From an optimization exercise on the open Yosys and OpenROAD flow, aimed at small area; shortcuts taken in it are not production practice.
In this exercise RTL edits were held to simulation tests only and were not proved equivalent to the original.
Power figures rest on the tool's default switching activity, not on a simulated workload.

===== design/flow/flow/run.sh =====
#!/bin/bash
# The standard layout, with minimum-size port buffers and a clock tree
# of few, large leaf clusters and no dummy loads.
set -euo pipefail
export BUFFER_PORTS_ARGS="-buffer_cell sky130_fd_sc_hd__buf_1"
export CTS_ARGS="-sink_clustering_enable -repair_clock_nets -dont_use_dummy_load -buf_list {sky130_fd_sc_hd__clkbuf_16} -sink_clustering_size 30 -sink_clustering_max_diameter 60 -sink_buffer_max_cap_derate 1.0"
bash standard.sh > standard_sh.log 2>&1

===== design/flow/standard.sh =====
#!/bin/bash
# synth_recipe.tcl (not shown) runs the flow's synth.tcl, then flattens the netlist and writes it again
# the make line also repeats each setting of config.mk as NAME=value (left out here)
make -C /OpenROAD-flow-scripts/flow DESIGN_CONFIG=/design/flow/config.mk WORK_HOME=/design/flow/orfs CLKGATE_MAP_FILE= SYNTH_SCRIPT=/design/flow/synth_recipe.tcl "${@:-finish}"

===== design/flow/config.mk =====
export PLATFORM = sky130hd
export DESIGN_NAME = hdmi_frame_dma_ctrl
export DESIGN_NICKNAME = hdmi_frame_dma_ctrl
export VERILOG_FILES = /design/flow/design.v
export SDC_FILE = /design/flow/constraint.sdc
export NUM_CORES = 4
export LEC_CHECK = 0
export CAP_MARGIN = 0
export CORE_AREA = 2.3 2.72 347.3 345.44
export DIE_AREA = 0 0 349.66 349.66
export PLACE_DENSITY = 0.8
export SLEW_MARGIN = 0
export SYNTH_HIERARCHICAL = 1
export SYNTH_MINIMUM_KEEP_SIZE = 0

===== design/flow/constraint.sdc =====
create_clock -name core_clock -period 10.0 [get_ports {clk_sys}]
set_input_delay 2.0000 -clock core_clock [delete_from_list [all_inputs] [get_ports {clk_sys}]]
set_output_delay 2.0000 -clock core_clock [all_outputs]
set_load 0.01 [all_outputs]

===== design/flow/design.v =====
package hdmi_dma_pkg;
    typedef enum logic [1:0] {
        IDLE    = 2'd0,
        ARMED   = 2'd1,
        CAPTURE = 2'd2,
        DONE    = 2'd3
    } dma_state_e;
    localparam int unsigned BYTES_PER_WORD = 4;
    localparam int unsigned WORDS_NUMBER_W = 30;
    function automatic logic [31:0] min(input logic [31:0] a, input logic [31:0] b);
        logic [31:0] r;
        if (a < b) begin
            r = a;
        end else begin
            r = b;
        end
        min = r;
    endfunction
endpackage
module hdmi_dma_bitcell (
    input  logic clk_sys,
    input  logic we,
    input  logic wen,
    input  logic d,
    output logic q
);
    always_ff @(posedge clk_sys) begin
        q <= (we & d) | (wen & q);
    end
endmodule
module hdmi_dma_rdpair (
    input  logic sel0_n,
    input  logic q0,
    input  logic sel1_n,
    input  logic q1,
    output logic y
);
    assign y = ~((sel0_n | q0) & (sel1_n | q1));
endmodule
module hdmi_dma_word_fifo #(
    parameter  int unsigned DEPTH = 32,
    localparam int unsigned AW    = $clog2(DEPTH)
) (
    input  logic          clk_sys,
    input  logic          push,
    input  logic [AW-1:0] wr_ptr,
    input  logic [31:0]   wdata,
    input  logic [AW-1:0] rd_ptr_next,
    output logic [31:0]   rdata
);
    logic [31:0]      wdata_n_s;
    logic [DEPTH-1:0] we_s;
    logic [DEPTH-1:0] wen_s;
    logic [31:0]      mem_q [DEPTH];
    logic [DEPTH-1:0] rd_sel_n_r;
    logic [31:0]      pair_y [DEPTH/2];
    assign wdata_n_s = ~wdata;
    for (genvar i = 0; i < DEPTH; i++) begin : g_word
        assign we_s[i]  = push && (wr_ptr == AW'(i));
        assign wen_s[i] = !(push && (wr_ptr == AW'(i)));
        for (genvar b = 0; b < 32; b++) begin : g_bit
            hdmi_dma_bitcell u_cell (
                .clk_sys (clk_sys),
                .we      (we_s[i]),
                .wen     (wen_s[i]),
                .d       (wdata_n_s[b]),
                .q       (mem_q[i][b])
            );
        end
    end
    always_ff @(posedge clk_sys) begin
        for (int i = 0; i < DEPTH; i++) begin
            rd_sel_n_r[i] <= (rd_ptr_next != AW'(i));
        end
    end
    for (genvar p = 0; p < DEPTH / 2; p++) begin : g_pair
        for (genvar b = 0; b < 32; b++) begin : g_bit
            hdmi_dma_rdpair u_pair (
                .sel0_n (rd_sel_n_r[2*p]),
                .q0     (mem_q[2*p][b]),
                .sel1_n (rd_sel_n_r[2*p+1]),
                .q1     (mem_q[2*p+1][b]),
                .y      (pair_y[p][b])
            );
        end
    end
    always_comb begin
        rdata = '0;
        for (int p = 0; p < DEPTH / 2; p++) begin
            rdata = rdata | pair_y[p];
        end
    end
endmodule
module hdmi_frame_dma_ctrl
#(
    parameter int unsigned ADDR_WIDTH   = 32,
    parameter int unsigned BURST_LEN    = 16,
    parameter int unsigned BURSTCOUNT_W = 5,
    parameter int unsigned FIFO_DEPTH   = 32
) (
    input  logic                    clk_sys,
    input  logic                    rst_sys_n,
    input  logic                    cfg_enable,
    input  logic [ADDR_WIDTH-1:0]   cfg_start_addr,
    input  logic [29:0]             cfg_words_number,
    input  logic                    frame_sync,
    input  logic [31:0]             st_data,
    input  logic                    st_valid,
    output logic                    st_ready,
    output logic [ADDR_WIDTH-1:0]   avm_address,
    output logic                    avm_write,
    output logic [31:0]             avm_writedata,
    output logic [BURSTCOUNT_W-1:0] avm_burstcount,
    input  logic                    avm_waitrequest,
    output logic                    sts_busy,
    output logic                    sts_frame_done,
    output logic                    sts_overflow
);
    hdmi_dma_pkg::dma_state_e state_r;
    hdmi_dma_pkg::dma_state_e state_next_s;
    logic        started_r;
    logic        abort_r;
    logic        abort_next_s;
    logic        avm_write_r;
    logic        sts_overflow_r;
    logic [29:0] acc_rem_r;
    logic [31:0] addr_r;
    logic [5:0]  wr_ptr_r;
    logic [5:0]  rd_ptr_r;
    logic [5:0]  rd_ptr_next_s;
    logic [5:0]  rd_ptr_inc_s;
    logic        capture_s;
    logic        acc_zero_s;
    logic        fifo_empty_s;
    logic        fifo_full_s;
    logic        hi_ne_s;
    logic        push_s;
    logic        pop_s;
    logic        last_beat_s;
    logic        launch_s;
    hdmi_dma_word_fifo #(
        .DEPTH (FIFO_DEPTH)
    ) u_word_fifo (
        .clk_sys (clk_sys),
        .push    (push_s),
        .wr_ptr  (wr_ptr_r[4:0]),
        .wdata   (st_data),
        .rd_ptr_next (rd_ptr_next_s[4:0]),
        .rdata   (avm_writedata)
    );
    assign capture_s    = (state_r == hdmi_dma_pkg::CAPTURE);
    assign acc_zero_s   = (acc_rem_r == 30'd0);
    assign fifo_empty_s = (wr_ptr_r == rd_ptr_r);
    assign fifo_full_s  = (wr_ptr_r[4:0] == rd_ptr_r[4:0]) && (wr_ptr_r[5] != rd_ptr_r[5]);
    assign hi_ne_s      = (wr_ptr_r[5:4] != rd_ptr_r[5:4]);
    assign push_s      = capture_s && !abort_r && !acc_zero_s && !fifo_full_s && st_valid;
    assign pop_s       = avm_write_r && !avm_waitrequest;
    assign rd_ptr_inc_s  = rd_ptr_r + 6'd1;
    assign rd_ptr_next_s = !capture_s ? 6'd0 : pop_s ? rd_ptr_inc_s : rd_ptr_r;
    assign last_beat_s = pop_s && (rd_ptr_inc_s[3:0] == avm_burstcount[3:0]);
    assign launch_s    = capture_s && !abort_r && cfg_enable && !avm_write_r
                         && (hi_ne_s || (acc_zero_s && !fifo_empty_s));
    always_comb begin
        state_next_s = state_r;
        abort_next_s = 1'b0;
        case (state_r)
            hdmi_dma_pkg::IDLE: begin
                state_next_s = cfg_enable ? hdmi_dma_pkg::ARMED : hdmi_dma_pkg::IDLE;
            end
            hdmi_dma_pkg::ARMED: begin
                if (!cfg_enable) begin
                    state_next_s = hdmi_dma_pkg::IDLE;
                end else if (frame_sync) begin
                    state_next_s = (cfg_words_number == 30'd0) ? hdmi_dma_pkg::DONE : hdmi_dma_pkg::CAPTURE;
                end
            end
            hdmi_dma_pkg::CAPTURE: begin
                if (abort_r || !cfg_enable) begin
                    if (abort_r && !avm_write_r) begin
                        state_next_s = hdmi_dma_pkg::IDLE;
                    end else begin
                        abort_next_s = 1'b1;
                    end
                end else if (acc_zero_s && fifo_empty_s && !avm_write_r) begin
                    state_next_s = hdmi_dma_pkg::DONE;
                end
            end
            default: begin
                if (frame_sync && cfg_enable) begin
                    state_next_s = (cfg_words_number == 30'd0) ? hdmi_dma_pkg::DONE : hdmi_dma_pkg::CAPTURE;
                end else if (cfg_enable) begin
                    state_next_s = hdmi_dma_pkg::ARMED;
                end else begin
                    state_next_s = hdmi_dma_pkg::IDLE;
                end
            end
        endcase
    end
    always_ff @(posedge clk_sys or negedge rst_sys_n) begin
        if (!rst_sys_n) begin
            state_r        <= hdmi_dma_pkg::IDLE;
            started_r      <= 1'b0;
            avm_write_r    <= 1'b0;
            sts_overflow_r <= 1'b0;
        end else begin
            state_r   <= state_next_s;
            started_r <= 1'b1;
            if (launch_s) begin
                avm_write_r <= 1'b1;
            end else if (last_beat_s) begin
                avm_write_r <= 1'b0;
            end
            if (!cfg_enable) begin
                sts_overflow_r <= 1'b0;
            end else if (capture_s && frame_sync) begin
                sts_overflow_r <= 1'b1;
            end
        end
    end
    always_ff @(posedge clk_sys) begin
        abort_r  <= abort_next_s;
        rd_ptr_r <= rd_ptr_next_s;
        if (!capture_s) begin
            acc_rem_r       <= cfg_words_number;
            addr_r[31:6]    <= cfg_start_addr[31:6];
            wr_ptr_r        <= 6'd0;
        end else begin
            acc_rem_r       <= acc_rem_r - 30'(push_s);
            addr_r[31:6]    <= addr_r[31:6] + 26'(last_beat_s);
            wr_ptr_r        <= wr_ptr_r + 6'(push_s);
        end
        if (!capture_s) begin
            addr_r[5:0] <= cfg_start_addr[5:0];
        end
    end
    assign st_ready       = started_r && !(capture_s && !abort_r && !acc_zero_s && fifo_full_s);
    assign avm_write      = avm_write_r;
    assign avm_address    = addr_r;
    assign avm_burstcount = hi_ne_s ? 5'd16 : {1'b0, wr_ptr_r[3:0]};
    assign sts_busy       = state_r[1];
    assign sts_frame_done = (state_r == hdmi_dma_pkg::DONE);
    assign sts_overflow   = sts_overflow_r;
endmodule

==> flow_summary.yaml, run 1 <==
status:
  status: "finished with violations"
  so.violations: "capacitance limit, slew limit"
drt:
  drc: 0
  wl_um: 137600
  postRouteAntennaNets: 0
  routed_via_density: 6.514
  drt_iter0_drc: 4603
  routedWlPerCell_um: 26.02
  vias: 34430
  first_pass_iters: 7
power_and_ir_drop:
  leakage_nw: 16.73
  vdd_ir_drop_max_v: 0.0001518
  power.total_mw: 8.428
  power_density_nw_per_um2: 190.9
critical_path:
  crit_fanout: 32
  worstPathRequired_ns: 8.00
  timing.rr.start: "state_r[1]"
  crit_family: "simple AND/OR/NAND/NOR gates"
  slowest_delay_ns: 1.37
  crit_type: "reg2out"
  cp_cell_sequence: "buf_4 > o22ai_1 > nor4_1 > nand4_1 > buf_1"
  crit_path_top_delay_cell: "nor4_1"
  r2r_setup_slack_ns: 4.87
  worstSetupStartpointType: "flip-flop"
  cp_num_buf_inv: 2
  reg2reg_to: "acc_rem_r[28]"
  reg2regPathDepth: 14
  cp.arrival_ns: 3.66
  end_kind: "primary output"
cells_and_area:
  multi_input_area_um2: 16130
  fillers: 11490
  nNetsFinal: 3856
  areaGrowthSynthToFinish_pct: 12.85
  seqCellArea_um2: 22830
  drive_gt1_frac: 0.06886
floorplanning:
  fp.dieArea_um2: 122300
  dieHeight_um: 349.7
  die_w_um: 349.7
  initial_core_util: 0.3310
  ios: 174
  core_area_um2: 118200
  rows: 126
sta:
  maxSlewHeadroom: -0.1266
  setup-tns-final_ns: 0
  final_max_slew_viol_count: 5
  setup_viol: 0
  tightest_slew_ns: 1.674
  fin_worst_skew_ns: 0.1021
  rsz0062_at_grt: "false"
  fmax_mhz: 176.6
  hold_viol_final: 0
  fin_crit_sh: 0.5663
  fin_crit_ns: 5.663
clocking:
  hold_buffers: 0
  clock_path_buffers: 3
  root_buffer: "clkbuf_16"
  h-tree-depth: 2
  cts-resized-gates: 0
  cts.sinks: 1136
  cts.clk_slew.worst_paths_ns: 0.11
  cts_buffers: 51
  cts_tree: "yes"
  postCtsSetupBuffers: 0
  clock_latency_ns: 0.70
yosys:
  yosys.area_share.simple: 0.07009
  synthFlopType: "dfxtp_1"
  synth.most_common_cell: "dfxtp_1"
  synth_edf_count: 6
  yosysTopAreaCell: "dfxtp_1"
  yosys.area.top_type_share: 0.5755
  synth_compound_area_frac: 0.3208
  ys_warn_count: 11
  yosysSeqAreaShare: 0.5833
  synth_area_leaders: "dfxtp_1, a22o_1, o22ai_1, nor4_1, nand2_1"
  synth_cells: 3400
  synthMuxAreaShare: 0.0005116
  synth_commonest_cells: "dfxtp_1, a22o_1, o22ai_1, nand2_1, nor4_1"
  synth_top_family_by_area: "compound AO/OA/AOI/OAI gates"
  synth_xor_area_frac: 0.01522
  synth_nets: 3507
  ys_ff_latch: 1136
  synth-adder-area-share: 0.002238
  netlist_area_um2: 39130
  synth.distinct_cells: 55
  avgSynthCellArea_um2: 11.51
  async_flop_share: 0.004401
global_routing:
  grt_max_degree: 79
  grt_pass1_vias: 32900
  grt_pass1_wl_um: 203300
  antenna_found_initial: 21
  overflow: 0
  grt_use_total: 0.2140
placement:
  dpl.hpwl_um: 79680
  finalWeightedCongestion: 0.9157
  io_buffers: 173
job:
  maxCapViolCount: 3
hold_path:
  whs_path_depth: 1
  holdPathEnd: "u_word_fifo.g_word[5].g_bit[13].u_cell.q"
  hp-start: "u_word_fifo.g_word[5].g_bit[13].u_cell.q"
  hold_class: "reg2reg"
per-module statistics from Yosys (local to each module, per instance), excerpt:
module	cell area, um^2	cells
hdmi_dma_bitcell	28.78	2
hdmi_frame_dma_ctrl	3994	471
hdmi_dma_rdpair	6.256	1
per-layer routing:
metal	GRT usage	up-vias	routed length (um)
met3	0.08361	398	20460
li1	-	14600	-
met5	0	-	229
met1	0.2736	16920	52690
met2	0.3130	2480	57480
met4	0.1056	38	6716
stage by stage:
step           cell area [um^2]  setup WS [ns]  hold slack, ns  std cells  utilization
5_1_grt                   44150          4.460          0.4849       5283       0.3734
3_5_place_dp              42880          5.041          0.4530       5232       0.3626
2_1_floorplan             39130          5.753          0.4398       3400            -
3_3_place_gp              42880          5.164          0.4521       5232       0.3626
6_report                  44160          4.337          0.4672       5286       0.3735
4_1_cts                   44150          4.631          0.4722       5283       0.3734
registers in the layout, indices dropped and copies added, names as in the netlist, 2 cells and up:
register                           flops
wr_ptr_r                               6
u_word_fifo.rd_sel_n_r                32
state_r                                2
acc_rem_r                             30
addr_r                                32
u_word_fifo.g_word.g_bit.u_cell.q   1024
rd_ptr_r                               6
power breakdown:
| part | switching (mW) | internal (mW) |
|---|---|---|
| Combinational | 0.727 | 0.402 |
| Clock | 1.38 | 0.913 |
| Sequential | 0.217 | 4.79 |
| Total | 2.33 | 6.10 |
layout by cell type, fill, tap and decap left out, types with 4 or more instances in the layout:
master	count
xnor2_1	34
and3_1	7
buf_1	173
o21ai_0	57
nand2_1	139
clkbuf_16	51
nor4_2	9
buf_4	158
nor4_1	130
nor2_1	35
or4_1	6
inv_1	41
edfxtp_1	6
nor3_1	12
ha_1	7
and2_1	8
o22ai_1	512
and4_1	5
nor2_2	33
dfrtp_1	5
nand4_1	52
a21oi_1	4
nand3_1	15
xor2_1	34
nor2b_1	11
dfxtp_1	1125
nand4b_1	6
a22o_1	1024
and3b_1	4
cells by family (layout without fill, tap and decap cells):
logic type	Yosys count	count (layout)
AO/OA/AOI/OAI	1607	1607
flip-flops	1136	1136
AND/OR/NAND/NOR	502	502
buffers and inverters	77	424
XOR/XNOR	68	68
adder cells (fa/ha/maj)	7	7
multiplexers	2	2
other	1	4
final cells by class:
| cell class | count | share of cell area |
|---|---|---|
| Inverter | 42 | 0.003598 |
| Multi-Input combinational cell | 2187 | 0.3653 |
| Clock buffer | 51 | 0.02890 |
| Antenna cell | 3 | 0.0001700 |
| Timing Repair Buffer | 331 | 0.04156 |
| Tap cell | 1536 | 0.04352 |
| Sequential cell | 1136 | 0.5169 |
worst max-delay path by stage:
| stage | depth (start not counted) | slack (ns) | start | to |
|---|---|---|---|---|
| CTS | 5 | 4.63 | u_word_fifo.rd_sel_n_r[8] | avm_writedata[30] |
| global route | 5 | 4.46 | u_word_fifo.rd_sel_n_r[24] | avm_writedata[6] |
| finish | 5 | 4.34 | u_word_fifo.rd_sel_n_r[24] | avm_writedata[6] |
| floorplan | 5 | 5.75 | st_valid | u_word_fifo.g_word[3].g_bit[0].u_cell.q |
| detailed placement | 14 | 5.04 | state_r[1] | acc_rem_r[28] |
| global placement | 14 | 5.16 | state_r[1] | acc_rem_r[28] |
==> inputs of run 2 (changes only) <==
--- a/design/flow/config.mk
+++ b/design/flow/config.mk
@@ -6,9 +6,9 @@
 export NUM_CORES = 4
 export LEC_CHECK = 0
-export CAP_MARGIN = 0
+export CAP_MARGIN = 20
 export CORE_AREA = 2.3 2.72 347.3 345.44
 export DIE_AREA = 0 0 349.66 349.66
 export PLACE_DENSITY = 0.8
-export SLEW_MARGIN = 0
+export SLEW_MARGIN = 20
 export SYNTH_HIERARCHICAL = 1
 export SYNTH_MINIMUM_KEEP_SIZE = 0
==> run 2 against run 1 <==
Effect of this change:
- now clean on timing, DRC and antenna
- first-iteration DRC count rose by 1.4%
- combinational power is essentially flat
- sequential power about the same
- core utilization barely moved
- area after synthesis unchanged
==> flow_summary.yaml, run 2 <==
hold_path:
  hold_class: "reg2reg"
  hp-start: "u_word_fifo.g_word[5].g_bit[19].u_cell.q"
  holdPathEnd: "u_word_fifo.g_word[5].g_bit[19].u_cell.q"
  whs_path_depth: 1
yosys:
  synth_commonest_cells: "dfxtp_1, a22o_1, o22ai_1, nand2_1, nor4_1"
  synth_cells: 3400
  ys_ff_latch: 1136
  synthFlopType: "dfxtp_1"
  yosysSeqAreaShare: 0.5833
  synth_area_leaders: "dfxtp_1, a22o_1, o22ai_1, nor4_1, nand2_1"
  synth.distinct_cells: 55
  synth.most_common_cell: "dfxtp_1"
  synth_edf_count: 6
  async_flop_share: 0.004401
  avgSynthCellArea_um2: 11.51
  yosys.area.top_type_share: 0.5755
  yosysTopAreaCell: "dfxtp_1"
  synth_nets: 3507
  ys_warn_count: 11
  netlist_area_um2: 39130
cells_and_area:
  stdcell_area_um2: 44180
  largestRegisters: "u_word_fifo.g_word.g_bit.u_cell.q x1024, addr_r x32, u_word_fifo.rd_sel_n_r x32"
  fin_util: 0.3737
  drive_gt1_frac: 0.07046
  largest_reg_flops: 1024
  stdcell_count: 5283
  fillers: 11430
  multi_input_area_um2: 16170
  final_common_cell: "dfxtp_1"
  largest_register: "u_word_fifo.g_word.g_bit.u_cell.q"
  seqCellArea_um2: 22830
  num_antenna_cells: 0
  nNetsFinal: 3856
  areaGrowthSynthToFinish_pct: 12.91
  mostFrequentLayoutCells: "dfxtp_1, a22o_1, o22ai_1"
clocking:
  cts-resized-gates: 0
  cts.clk_slew.worst_paths_ns: 0.11
  h-tree-depth: 2
  clock_latency_ns: 0.68
  clock_path_buffers: 3
  root_buffer: "clkbuf_16"
  cts_buffers: 51
  postCtsSetupBuffers: 0
  cts_tree: "yes"
  cts.sinks: 1136
  hold_buffers: 0
drt:
  wl_um: 137800
  routed_via_density: 6.497
  vias: 34320
  first_pass_iters: 8
  drt_iter0_drc: 4667
  drc: 0
  postRouteAntennaNets: 0
  routedWlPerCell_um: 26.09
global_routing:
  grt_pass1_vias: 32750
  grt_pass1_wl_um: 202700
  busiest_layer: "met2"
  grt.met2_usage: 0.3145
  overflow: 0
  use_met1: 0.2767
  grtUsageMet3: 0.07298
  grt_max_degree: 79
  antenna_found_initial: 14
  grt_use_total: 0.2129
critical_path:
  crit_type: "reg2out"
  crit_path_top_delay_cell: "nor4_1"
  slowest_delay_ns: 0.97
  cp.arrival_ns: 3.69
  timing.rr.start: "state_r[1]"
  reg2reg_to: "acc_rem_r[28]"
  r2r_setup_slack_ns: 4.88
  reg2regPathDepth: 14
  worstSetupStartpointType: "flip-flop"
  cp_cell_sequence: "buf_4 > o22ai_1 > nor4_1 > nand4_1 > buf_1"
  worstPathRequired_ns: 8.00
  end_kind: "primary output"
  crit_fanout: 19
floorplanning:
  core_area_um2: 118200
  dieHeight_um: 349.7
  fp.dieArea_um2: 122300
  initial_core_util: 0.3310
  die_w_um: 349.7
  ios: 174
  rows: 126
placement:
  io_buffers: 173
  place_inst: 5232
  dpl.hpwl_um: 79800
  dp_slack_ns: 5.058
  finalWeightedCongestion: 0.9157
  place_area_um2: 42890
sta:
  tightest_slew_ns: 1.359
  fin_crit_sh: 0.5688
  fmax_mhz: 175.8
  hold_viol_final: 0
  maxSlewHeadroom: 0.08545
  final_max_slew_viol_count: 0
  fin_crit_ns: 5.688
  fin_worst_skew_ns: 0.07066
  rsz0062_at_grt: "false"
  setup_viol: 0
  worst_slack_ns: 4.312
  setup-tns-final_ns: 0
job:
  maxCapViolCount: 0
status:
  status: "timing/DRC/antenna clean"
power_and_ir_drop:
  leakage_nw: 16.74
  power_density_nw_per_um2: 191.1
  vdd_ir_drop_max_v: 0.0001633
run 2: cells by family after synthesis:
family                   synth area share
XOR/XNOR                          0.01522
AO/OA/AOI/OAI                      0.3208
other                          0.00009583
AND/OR/NAND/NOR                   0.07009
buffers and inverters            0.007674
adder cells (fa/ha/maj)          0.002238
multiplexers                    0.0005116
flip-flops                         0.5833
run 2: cell type report:
type | count | area share
inverters | 42 | 0.003596
repair buffers | 331 | 0.04154
well taps | 1536 | 0.04350
clock buffers | 51 | 0.02888
multi-input cells | 2187 | 0.3659
flip-flops and latches | 1136 | 0.5166
run 2: Yosys stat by module, one instance, submodules excluded, excerpt:
module | copies in the design | cells | flip-flops and latches | cell area [um^2]
hdmi_dma_rdpair | 512 | 1 | 0 | 6.256
hdmi_frame_dma_ctrl | 1 | 471 | 80 | 3994
hdmi_dma_bitcell | 1024 | 2 | 1 | 28.78
run 2: worst max-delay path: cells and delay by family (launching register included):
family / cells / cell delay [ns]
compound gates: 1 / 0.13
buf+inv: 2 / 0.66
flops: 1 / 0.71
simple gates: 2 / 1.49
run 2: worst max-delay path by stage:
stage                                from                                      end  slack (ns)  cells after the start
2_1_floorplan                    st_valid  u_word_fifo.g_word[3].g_bit[0].u_cell.q        5.75                      5
3_3_place_gp                   state_r[1]                            acc_rem_r[28]        5.16                     14
3_5_place_dp                   state_r[1]                            acc_rem_r[28]        5.06                     14
4_1_cts        u_word_fifo.rd_sel_n_r[26]                        avm_writedata[12]        4.65                      5
5_1_grt        u_word_fifo.rd_sel_n_r[26]                        avm_writedata[11]        4.37                      5
6_report       u_word_fifo.rd_sel_n_r[26]                        avm_writedata[12]        4.31                      5
run 2: where the power goes:
part | internal (mW) | switching (mW) | leakage, nW
registers | 4.79 | 0.220 | 9.22
logic | 0.403 | 0.729 | 6.89
clock network | 0.913 | 1.39 | 0.628
total | 6.10 | 2.34 | 16.7
run 2: metrics by stage:
step / power, mW / hold slack (ns)
after global routing: 8.708 / 0.4807
after detailed placement: 6.198 / 0.4530
after CTS: 8.409 / 0.4706
final: 8.444 / 0.4672
after floorplan: 5.684 / 0.4398
after global placement: 6.166 / 0.4521
run 2: routing by layer:
metal  up-vias  wire length, um
li1      14600                -
met1     16810            53460
met2      2510            57530
met3       374            19780
met4        28             6887
met5         -              172
==> inputs of run 3 (changes only) <==
==> design/flow/flow/run.sh (replaced) <==
#!/bin/bash
# The standard layout, with minimum-size port buffers and a clock tree
# of few, large leaf clusters and no dummy loads.
set -euo pipefail
export BUFFER_PORTS_ARGS="-buffer_cell sky130_fd_sc_hd__buf_1"
export CTS_ARGS="-sink_clustering_enable -repair_clock_nets -dont_use_dummy_load -buf_list {sky130_fd_sc_hd__clkbuf_8 sky130_fd_sc_hd__clkbuf_16} -sink_clustering_size 30 -sink_clustering_max_diameter 60"
bash standard.sh > standard_sh.log 2>&1
--- a/design/flow/config.mk
+++ b/design/flow/config.mk
@@ -9,5 +9,4 @@
 export CORE_AREA = 2.3 2.72 347.3 345.44
 export DIE_AREA = 0 0 349.66 349.66
-export PLACE_DENSITY = 0.8
 export SLEW_MARGIN = 20
 export SYNTH_HIERARCHICAL = 1
==> run 3 against run 2 <==
Effect of this change:
- global-route usage rose by 1.6 points
- synthesized cell count unchanged
- critical path type unchanged
- critical endpoint is now avm_writedata[25]
- core utilization is 0.59 points higher
- non-clock buffer count decreased by 19
- die area unchanged
==> flow_summary.yaml, run 3 <==
clocking:
  hold_buffers: 0
  h-tree-depth: 3
  root_buffer: "clkbuf_16"
  cts_buffers: 75
  cts_tree: "yes"
  postCtsSetupBuffers: 0
  cts-resized-gates: 0
  clock_path_buffers: 3
  clock_latency_ns: 0.69
  cts.sinks: 1136
  cts.clk_slew.worst_paths_ns: 0.08
power_and_ir_drop:
  leakage_nw: 16.96
  power_density_nw_per_um2: 200.0
  vdd_ir_drop_max_v: 0.0001456
yosys:
  yosysTopAreaCell: "dfxtp_1"
  synth_area_leaders: "dfxtp_1, a22o_1, o22ai_1, nor4_1, nand2_1"
  synth-adder-area-share: 0.002238
  synth_edf_count: 6
  synth_cells: 3400
  synth_commonest_cells: "dfxtp_1, a22o_1, o22ai_1, nand2_1, nor4_1"
  synth_xor_area_frac: 0.01522
  synthFlopType: "dfxtp_1"
  yosys.area.top_type_share: 0.5755
  ys_ff_latch: 1136
  synth.most_common_cell: "dfxtp_1"
  ys_warn_count: 11
  synth.distinct_cells: 55
  synth_nets: 3507
  yosysSeqAreaShare: 0.5833
  avgSynthCellArea_um2: 11.51
  async_flop_share: 0.004401
  synth_top_family_by_area: "compound AO/OA/AOI/OAI gates"
  synth_compound_area_frac: 0.3208
  synthMuxAreaShare: 0.0005116
  netlist_area_um2: 39130
  yosys.area_share.simple: 0.07009
cells_and_area:
  final_common_cell: "dfxtp_1"
  mostFrequentLayoutCells: "dfxtp_1, a22o_1, o22ai_1"
  drive_gt1_frac: 0.07623
  areaGrowthSynthToFinish_pct: 14.70
  largest_reg_flops: 1024
  largest_register: "u_word_fifo.g_word.g_bit.u_cell.q"
  nNetsFinal: 3861
  largestRegisters: "u_word_fifo.g_word.g_bit.u_cell.q x1024, addr_r x32, u_word_fifo.rd_sel_n_r x32"
critical_path:
  crit_type: "reg2out"
  worstPathRequired_ns: 8.00
  worstSetupStartpointType: "flip-flop"
  end_kind: "primary output"
  cp.arrival_ns: 3.26
  crit_fanout: 32
drt:
  drt_iter0_drc: 4156
  postRouteAntennaNets: 0
  vias: 33110
  wl_um: 145900
  first_pass_iters: 5
  routed_via_density: 6.256
  routedWlPerCell_um: 27.58
  drc: 0
sta:
  tightest_slew_ns: 1.277
  worst_slack_ns: 4.743
  fin_crit_sh: 0.5257
  fin_worst_skew_ns: 0.09894
  setup-tns-final_ns: 0
  fmax_mhz: 190.2
  hold_viol_final: 0
  rsz0062_at_grt: "false"
  fin_crit_ns: 5.257
  setup_viol: 0
  final_max_slew_viol_count: 0
  hold_ws_ns: 0.4686
  maxSlewHeadroom: 0.1409
global_routing:
  antenna_found_initial: 11
  grt_use_total: 0.2291
  grt_pass1_wl_um: 211700
  grt_pass1_vias: 30940
  grt_max_degree: 97
  overflow: 0
floorplanning:
  ios: 174
  die_w_um: 349.7
  core_area_um2: 118200
  dieHeight_um: 349.7
  rows: 126
  initial_core_util: 0.3310
  fp.dieArea_um2: 122300
status:
  status: "timing/DRC/antenna clean"
placement:
  io_buffers: 173
  dpl.hpwl_um: 80820
  dp_slack_ns: 5.088
  finalWeightedCongestion: 0.8387
job:
  maxCapViolCount: 0
hold_path:
  hold_class: "reg2reg"
-- run 3: cell count changes in the layout (fill, tap and decap cells not counted), sizes merged --
cell / change
clkbuf: +24
buf: -19
diode: +4
clkinv: +1
inv: -1
-- run 3: critical path, cell delays in order, from the launching register on --
cell,delay [ns]
dfxtp_1,0.31
buf_4,0.44
o22ai_1,0.16
nor4_2,0.94
nand4_1,0.49
buf_1,0.25
-- run 3: kinds of logic (layout without fill, tap and decap cells) --
logic type | count (synthesis) | after routing
flops | 1136 | 1136
other cells | 1 | 5
xor+xnor | 68 | 68
fa+ha+maj | 7 | 7
buf+inv | 77 | 429
mux | 2 | 2
simple gates | 502 | 502
compound gates | 1607 | 1607
-- run 3: layout make-up --
type | count | area, um^2
antenna | 4 | 10.01
fill | 11520 | 73360
tap | 1536 | 1922
multi-input combinational | 2187 | 16370
sequential | 1136 | 22830
inverter | 42 | 158.9
clock buffer | 75 | 1877
timing repair buffer | 312 | 1713
-- run 3: power breakdown --
part	internal (mW)	leakage [nW]	switching (mW)
clock network	1.33	0.924	1.51
logic	0.410	6.82	0.735
registers	4.79	9.22	0.208
-- run 3: per-module statistics from Yosys (local to each module, per instance), a selection --
module / flops+latches / times used
hdmi_frame_dma_ctrl: 80 / 1
hdmi_dma_rdpair: 0 / 512
hdmi_dma_bitcell: 1 / 1024
-- run 3: final timing paths --
kind	from	endpoint	slack, ns	cells past startpoint
worst max-delay path	u_word_fifo.rd_sel_n_r[24]	avm_writedata[25]	4.74	5
worst min-delay path	u_word_fifo.g_word[13].g_bit[19].u_cell.q	u_word_fifo.g_word[13].g_bit[19].u_cell.q	0.47	1
worst max register to register	state_r[1]	u_word_fifo.g_word[24].g_bit[8].u_cell.q	5.56	11
worst min register to register	u_word_fifo.g_word[13].g_bit[19].u_cell.q	u_word_fifo.g_word[13].g_bit[19].u_cell.q	0.47	1
max in group asynchronous	rst_sys_n	started_r	8.52	1
min in group asynchronous	rst_sys_n	state_r[0]	1.25	1
-- run 3: stage by stage --
stage	std cells	util	total power [mW]	cell area (um^2)
floorplan	3400	-	5.684	39130
global placement	5212	0.3632	6.216	42950
detailed placement	5212	0.3633	6.227	42950
CTS	5287	0.3791	9.019	44830
global route	5288	0.3795	9.303	44870
finish	5292	0.3796	8.977	44880
-- run 3: routing by layer --
layer	up-vias	part of all wire	GRT usage
met4	16	0.034	0.07996
met1	16470	0.44	0.3215
met3	222	0.11	0.06230
met2	1769	0.42	0.3361
li1	14630	-	-
met5	-	0.00076	0
==> inputs of run 4 (changes only) <==
--- a/design/flow/design.v
+++ b/design/flow/design.v
@@ -46,5 +46,5 @@
     input  logic [AW-1:0] wr_ptr,
     input  logic [31:0]   wdata,
-    input  logic [AW-1:0] rd_ptr_next,
+    input  logic [AW-1:0] rd_ptr,
     output logic [31:0]   rdata
 );
@@ -53,5 +53,5 @@
     logic [DEPTH-1:0] wen_s;
     logic [31:0]      mem_q [DEPTH];
-    logic [DEPTH-1:0] rd_sel_n_r;
+    logic [DEPTH-1:0] rd_sel_n_s;
     logic [31:0]      pair_y [DEPTH/2];
     assign wdata_n_s = ~wdata;
@@ -69,7 +69,7 @@
         end
     end
-    always_ff @(posedge clk_sys) begin
+    always_comb begin
         for (int i = 0; i < DEPTH; i++) begin
-            rd_sel_n_r[i] <= (rd_ptr_next != AW'(i));
+            rd_sel_n_s[i] = (rd_ptr != AW'(i));
         end
     end
@@ -77,7 +77,7 @@
         for (genvar b = 0; b < 32; b++) begin : g_bit
             hdmi_dma_rdpair u_pair (
-                .sel0_n (rd_sel_n_r[2*p]),
+                .sel0_n (rd_sel_n_s[2*p]),
                 .q0     (mem_q[2*p][b]),
-                .sel1_n (rd_sel_n_r[2*p+1]),
+                .sel1_n (rd_sel_n_s[2*p+1]),
                 .q1     (mem_q[2*p+1][b]),
                 .y      (pair_y[p][b])
@@ -146,5 +146,5 @@
         .wr_ptr  (wr_ptr_r[4:0]),
         .wdata   (st_data),
-        .rd_ptr_next (rd_ptr_next_s[4:0]),
+        .rd_ptr  (rd_ptr_r[4:0]),
         .rdata   (avm_writedata)
     );
==> design/flow/flow/run.sh (replaced) <==
#!/bin/bash
# The standard layout, with minimum-size port buffers and a clock tree
# of few, large leaf clusters and no dummy loads.
set -euo pipefail
export BUFFER_PORTS_ARGS="-buffer_cell sky130_fd_sc_hd__buf_1"
export CTS_ARGS="-sink_clustering_enable -repair_clock_nets -dont_use_dummy_load -buf_list {sky130_fd_sc_hd__clkbuf_16} -sink_clustering_size 30 -sink_clustering_max_diameter 60 -sink_buffer_max_cap_derate 1.0"
bash standard.sh > standard_sh.log 2>&1
--- a/design/flow/config.mk
+++ b/design/flow/config.mk
@@ -6,8 +6,9 @@
 export NUM_CORES = 4
 export LEC_CHECK = 0
-export CAP_MARGIN = 20
+export CAP_MARGIN = 40
 export CORE_AREA = 2.3 2.72 347.3 345.44
 export DIE_AREA = 0 0 349.66 349.66
-export SLEW_MARGIN = 20
+export PLACE_DENSITY = 0.8
+export SLEW_MARGIN = 40
 export SYNTH_HIERARCHICAL = 1
 export SYNTH_MINIMUM_KEEP_SIZE = 0
==> run 4 against run 3 <==
Effect of this change:
- die area unchanged
- final cell count down 0.93%
- first-iteration DRC count is 21% higher
- core utilization shrank 1.0 points
- worst hold slack improved by 0.0050 ns
- combinational power decreased by 43%
- via count up 3.4%
- synthesized cell count is 0.97% lower
- clock skew increased by 0.067 ns
- flip-flop and latch count decreased by 32
- wire length is 4.7% lower
- global-route usage down 1.3 points
==> flow_summary.yaml, run 4 <==
placement:
  place_area_um2: 42280
  io_buffers: 173
  dpl.hpwl_um: 80040
  place_inst: 5187
  finalWeightedCongestion: 0.9194
drt:
  wl_um: 139000
  first_pass_iters: 9
  drt_iter0_drc: 5017
  drt-met1-wl_um: 53060
  met2_wirelength_um: 58400
  wl_met3_um: 19730
  routed_via_density: 6.529
  routedWlPerCell_um: 26.52
  postRouteAntennaNets: 0
  top_layer_used: "met5"
  drc: 0
  vias: 34230
critical_path:
  end_kind: "primary output"
  reg2regPathDepth: 11
  crit_type: "reg2out"
  worstPathRequired_ns: 8.00
  r2r_setup_slack_ns: 5.69
  cp.arrival_ns: 3.95
  timing.rr.start: "rd_ptr_r[4]"
  worstSetupStartpointType: "flip-flop"
  crit_fanout: 32
  reg2reg_to: "addr_r[30]"
floorplanning:
  initial_core_util: 0.3251
  dieHeight_um: 349.7
  fp.dieArea_um2: 122300
  rows: 126
  core_area_um2: 118200
  die_w_um: 349.7
  ios: 174
yosys:
  avgSynthCellArea_um2: 11.42
  netlist_area_um2: 38440
  ys_warn_count: 11
  ys_ff_latch: 1104
  synthFlopType: "dfxtp_1"
  yosysSeqAreaShare: 0.5771
  synth_edf_count: 6
  synth_nets: 3474
  synth_commonest_cells: "dfxtp_1, a22o_1, o22ai_1, nand2_1, nor4_1"
  synth.distinct_cells: 53
  synth_cells: 3367
  async_flop_share: 0.004529
  yosysTopAreaCell: "dfxtp_1"
  yosys.area.top_type_share: 0.5692
  synth.most_common_cell: "dfxtp_1"
  synth_area_leaders: "dfxtp_1, a22o_1, o22ai_1, nor4_1, nand2_1"
sta:
  maxSlewHeadroom: 0.3460
  tightest_slew_ns: 0.9720
  rsz0062_at_grt: "false"
  fin_crit_ns: 5.952
  setup-tns-final_ns: 0
  hold_viol_final: 0
  fin_worst_skew_ns: 0.1658
  setup_viol: 0
  fmax_mhz: 168.0
  fin_crit_sh: 0.5952
  final_max_slew_viol_count: 0
clocking:
  clock_path_buffers: 3
  postCtsSetupBuffers: 0
  cts.sinks: 1104
  cts_buffers: 52
  cts_tree: "yes"
  hold_buffers: 0
  clock_latency_ns: 0.73
  h-tree-depth: 2
  cts-resized-gates: 0
  root_buffer: "clkbuf_16"
  cts.clk_slew.worst_paths_ns: 0.09
cells_and_area:
  mostFrequentLayoutCells: "dfxtp_1, a22o_1, o22ai_1"
  largest_register: "u_word_fifo.g_word.g_bit.u_cell.q"
  drive_gt1_frac: 0.07555
  final_common_cell: "dfxtp_1"
  largest_reg_flops: 1024
  largestRegisters: "u_word_fifo.g_word.g_bit.u_cell.q x1024, addr_r x32, acc_rem_r x30"
  stdcell_area_um2: 43690
  nNetsFinal: 3815
  areaGrowthSynthToFinish_pct: 13.64
  stdcell_count: 5243
global_routing:
  overflow: 0
  grt_pass1_wl_um: 205400
  grt_pass1_vias: 32840
  grt_use_total: 0.2163
  antenna_found_initial: 13
  grt_max_degree: 124
job:
  maxCapViolCount: 0
power_and_ir_drop:
  vdd_ir_drop_max_v: 0.0001175
  leakage_nw: 16.54
  power_density_nw_per_um2: 172.4
hold_path:
  hold_class: "reg2reg"
  whs_path_depth: 1
  holdPathEnd: "u_word_fifo.g_word[7].g_bit[13].u_cell.q"
  hp-start: "u_word_fifo.g_word[7].g_bit[13].u_cell.q"
status:
  status: "timing/DRC/antenna clean"
[run 4: per-layer routing]
metal  GRT usage  vias up
met5           0        -
met4      0.1121       24
met3     0.07436      482
met2      0.3233     2602
met1      0.2753    16640
li1            -    14480
[run 4: how the worst max path moves through the flow]
stage                    startpoint                end  slack, ns
floorplan           avm_waitrequest         addr_r[30]       5.26
global placement    avm_waitrequest         addr_r[30]       4.30
detailed placement  avm_waitrequest         addr_r[30]       4.35
CTS                     rd_ptr_r[3]  avm_writedata[29]       4.24
global route            rd_ptr_r[3]  avm_writedata[29]       4.02
finish                  rd_ptr_r[2]  avm_writedata[29]       4.05
[run 4: Yosys stat by module, one instance, submodules excluded, a selection]
| module | cell area (um^2) | flip-flops and latches | cells |
|---|---|---|---|
| hdmi_dma_bitcell | 28.78 | 1 | 2 |
| hdmi_dma_rdpair | 6.256 | 0 | 1 |
| hdmi_frame_dma_ctrl | 3948 | 80 | 470 |
[run 4: worst max-delay path: stages, from the launching register on]
cell and delay (ns):
dfxtp_1 0.72, nor3b_1 0.25, nand2_1 0.12, buf_4 0.44, o22ai_1 0.14, nor4_1 0.81
nand4_1 0.56, buf_1 0.27
[run 4: logic make-up (layout without fill, tap and decap cells)]
| logic type | Yosys count | count (layout) | synth area share |
|---|---|---|---|
| AO/OA/AOI/OAI | 1608 | 1608 | 0.3265 |
| XOR/XNOR | 66 | 66 | 0.01504 |
| adder cells (fa/ha/maj) | 7 | 7 | 0.002278 |
| buffers and inverters | 76 | 415 | 0.007550 |
| flip-flops | 1104 | 1104 | 0.5771 |
| multiplexers | 1 | 1 | 0.0002604 |
| other | 1 | 2 | 0.00009754 |
| AND/OR/NAND/NOR | 504 | 504 | 0.07118 |
[run 4: where the power goes]
group | internal [mW] | switching, mW
logic | 0.219 | 0.432
registers | 4.51 | 0.0819
clock network | 0.927 | 1.36
total | 5.65 | 1.88
[run 4: area by class of cell]
cell class | instances | area, um^2
antenna | 1 | 2.502
multi-input combinational | 2187 | 16320
clock buffer | 52 | 1301
timing repair buffer | 323 | 1803
tap | 1536 | 1922
fill | 11370 | 74550
sequential | 1104 | 22190
inverter | 40 | 151.4
[run 4: stage by stage]
step                utilization  total power [mW]  hold slack (ns)  setup WS (ns)
floorplan                     -             4.999           0.4398          5.259
global placement         0.3561             5.304           0.4520          4.296
detailed placement       0.3576             5.320           0.4530          4.345
CTS                      0.3686             7.517           0.4732          4.237
global route             0.3695             7.732           0.4837          4.020
finish                   0.3695             7.533           0.4736          4.048
==> inputs of run 5 (changes only) <==
--- a/design/flow/config.mk
+++ b/design/flow/config.mk
@@ -6,9 +6,9 @@
 export NUM_CORES = 4
 export LEC_CHECK = 0
-export CAP_MARGIN = 40
+export CAP_MARGIN = 25
 export CORE_AREA = 2.3 2.72 347.3 345.44
 export DIE_AREA = 0 0 349.66 349.66
 export PLACE_DENSITY = 0.8
-export SLEW_MARGIN = 40
+export SLEW_MARGIN = 25
 export SYNTH_HIERARCHICAL = 1
 export SYNTH_MINIMUM_KEEP_SIZE = 0
==> run 5 against run 4 <==
Effect of this change:
- still clean
- largest cell class unchanged
- clock skew down 0.039 ns
- non-clock buffer count down 2
- critical path depth unchanged
==> flow_summary.yaml, run 5 <==
status:
  status: "timing/DRC/antenna clean"
sta:
  hold_ws_ns: 0.4686
  setup-tns-final_ns: 0
  setup_viol: 0
  fin_crit_sh: 0.6220
  final_max_slew_viol_count: 0
  maxSlewHeadroom: 0.2094
  fin_worst_skew_ns: 0.1264
  fmax_mhz: 160.8
  rsz0062_at_grt: "false"
  fin_crit_ns: 6.220
  tightest_slew_ns: 1.176
  worst_slack_ns: 3.780
  hold_viol_final: 0
placement:
  dpl.hpwl_um: 79900
  dp_slack_ns: 4.283
  io_buffers: 173
  place_inst: 5187
  finalWeightedCongestion: 0.9194
  place_area_um2: 42150
cells_and_area:
  mostFrequentLayoutCells: "dfxtp_1, a22o_1, o22ai_1"
  largest_register: "u_word_fifo.g_word.g_bit.u_cell.q"
  nNetsFinal: 3815
  stdcell_count: 5243
  stdcell_area_um2: 43530
  fin_util: 0.3682
  drive_gt1_frac: 0.07043
  final_common_cell: "dfxtp_1"
  areaGrowthSynthToFinish_pct: 13.23
  largest_reg_flops: 1024
  largestRegisters: "u_word_fifo.g_word.g_bit.u_cell.q x1024, addr_r x32, acc_rem_r x30"
floorplanning:
  dieHeight_um: 349.7
  ios: 174
  rows: 126
  core_area_um2: 118200
  die_w_um: 349.7
  initial_core_util: 0.3251
  fp.dieArea_um2: 122300
yosys:
  avgSynthCellArea_um2: 11.42
  synth_nets: 3474
  synth_area_leaders: "dfxtp_1, a22o_1, o22ai_1, nor4_1, nand2_1"
  ys_warn_count: 11
  netlist_area_um2: 38440
  yosysSeqAreaShare: 0.5771
  ys_ff_latch: 1104
  synth.most_common_cell: "dfxtp_1"
  synth_cells: 3367
  synth_commonest_cells: "dfxtp_1, a22o_1, o22ai_1, nand2_1, nor4_1"
  yosys.area.top_type_share: 0.5692
  async_flop_share: 0.004529
  synthFlopType: "dfxtp_1"
  synth_edf_count: 6
  synth.distinct_cells: 53
  yosysTopAreaCell: "dfxtp_1"
clocking:
  cts.sinks: 1104
  clock_latency_ns: 0.70
  cts_buffers: 54
  cts_tree: "yes"
  h-tree-depth: 2
  hold_buffers: 0
  root_buffer: "clkbuf_16"
  postCtsSetupBuffers: 0
  clock_path_buffers: 3
  cts-resized-gates: 0
  cts.clk_slew.worst_paths_ns: 0.10
critical_path:
  end_kind: "primary output"
  slowest_delay_ns: 0.98
  r2r_setup_slack_ns: 5.63
  timing.rr.start: "rd_ptr_r[4]"
  cp_cell_sequence: "and3b_1 > nand2_1 > buf_4 > o22ai_1 > nor4_2 > nand4_1 > buf_1"
  crit_fanout: 32
  worstSetupStartpointType: "flip-flop"
  reg2regPathDepth: 11
  crit_type: "reg2out"
  startpoint: "rd_ptr_r[3]"
  cp.arrival_ns: 4.22
  timing.critical_path.to: "avm_writedata[20]"
  reg2reg_to: "addr_r[30]"
  worstPathRequired_ns: 8.00
  crit_path_top_delay_cell: "nor4_2"
global_routing:
  overflow: 0
  grt_use_total: 0.2155
  grt_pass1_wl_um: 204500
  grt_max_degree: 124
  grt_pass1_vias: 32710
  antenna_found_initial: 14
power_and_ir_drop:
  power_density_nw_per_um2: 173.9
  leakage_nw: 16.47
  vdd_ir_drop_max_v: 0.0001183
  power.total_mw: 7.569
drt:
  wl_um: 138400
  routed_via_density: 6.507
  drc: 0
  first_pass_iters: 8
  routedWlPerCell_um: 26.40
  vias: 34120
  postRouteAntennaNets: 0
  drt_iter0_drc: 5337
hold_path:
  hold_class: "reg2reg"
job:
  maxCapViolCount: 0
-- run 5: changes by cell type in the layout (fill, tap and decap cells not counted), moves of 2 or more --
cell / change
nor4_4: -6
nor4_2: -11
clkbuf_16: +2
dfxtp_1: +2
nor4_1: +17
dfxtp_2: -2
-- run 5: cells by family (layout without fill, tap and decap cells) --
logic type,after synthesis,after routing,synth area share
other,1,2,0.00009754
AOI/OAI and AO/OA,1608,1608,0.3265
xor gates and xnor gates,66,66,0.01504
muxes,1,1,0.0002604
and+or+nand+nor,504,504,0.07118
adders and majority gates,7,7,0.002278
buffers and inverters,76,415,0.007550
DFF,1104,1104,0.5771
-- run 5: layout make-up --
cell class              instances  area [um^2]
inverters                      40        151.4
flip-flops and latches       1104        22190
clock buffers                  54         1351
diodes                          1        2.502
repair buffers                321         1762
multi-input cells            2187        16160
fillers                     11450        74710
well taps                    1536         1922
-- run 5: power breakdown --
group	leakage [nW]	internal (mW)	switching (mW)	total (mW)
Sequential	8.96	4.51	0.0808	4.59
Clock	0.665	0.961	1.37	2.33
Combinational	6.84	0.214	0.436	0.650
-- run 5: how the worst min path moves through the flow --
stage	endpoint	slack [ns]	from	cells past startpoint
final	u_word_fifo.g_word[12].g_bit[1].u_cell.q	0.47	u_word_fifo.g_word[12].g_bit[1].u_cell.q	1
after global routing	u_word_fifo.g_word[5].g_bit[7].u_cell.q	0.48	u_word_fifo.g_word[5].g_bit[7].u_cell.q	1
after CTS	u_word_fifo.g_word[12].g_bit[1].u_cell.q	0.47	u_word_fifo.g_word[12].g_bit[1].u_cell.q	1
after detailed placement	u_word_fifo.g_word[12].g_bit[29].u_cell.q	0.45	u_word_fifo.g_word[12].g_bit[29].u_cell.q	1
after global placement	u_word_fifo.g_word[4].g_bit[7].u_cell.q	0.45	u_word_fifo.g_word[4].g_bit[7].u_cell.q	1
after floorplan	u_word_fifo.g_word[0].g_bit[0].u_cell.q	0.44	u_word_fifo.g_word[0].g_bit[0].u_cell.q	1
-- run 5: Yosys stat by module, one instance, submodules excluded, excerpt --
module               area, um^2  cells  flip-flops and latches  copies in the design
hdmi_dma_rdpair           6.256      1                       0                   512
hdmi_dma_bitcell          28.78      2                       1                  1024
hdmi_frame_dma_ctrl        3948    470                      80                     1
-- run 5: worst max-delay path: cells and delay by family, from the launching register on --
family,cells,cell delay (ns)
AND/OR/NAND/NOR,4,1.94
buffers and inverters,2,0.74
flip-flops,1,0.69
AO/OA/AOI/OAI,1,0.18
-- run 5: metal layers --
metal	wire (um)	GRT usage	vias to the layer above
met4	7554	0.1153	22
met5	134	0	-
met1	51940	0.2773	16590
li1	-	-	14480
met3	20550	0.06942	446
met2	58220	0.3200	2575

==> port drivers added, routing unchanged <==
No port has a modelled driver above. Below, the same layouts with a new extraction and two added sets of constraints.
Step 1, drivers: a clkbuf_16 drives clk_sys and a buf_2 each remaining input, both assumed.
Step 2 moves the port delays by t, midway between the first and last clock arrival at a register: inputs arrive t later, outputs are due t later. That takes back most of the time a late clock gives input paths.
Three values: ideal ports, drivers, drivers and shift; two values: the first two.
run | shift t [ns] | setup WS [ns] | cell pins on the clock port's net
run 1 | 0.705 | 4.337 / 4.271 / 4.868 | 1
run 2 | 0.697 | 4.312 / 4.247 / 4.877 | 1
run 3 | 0.706 | 4.743 / 4.672 / 5.316 | 1
run 4 | 0.704 | 4.048 / 3.988 / 4.315 | 1
run 5 | 0.689 | 3.780 / 3.724 / 4.257 | 1
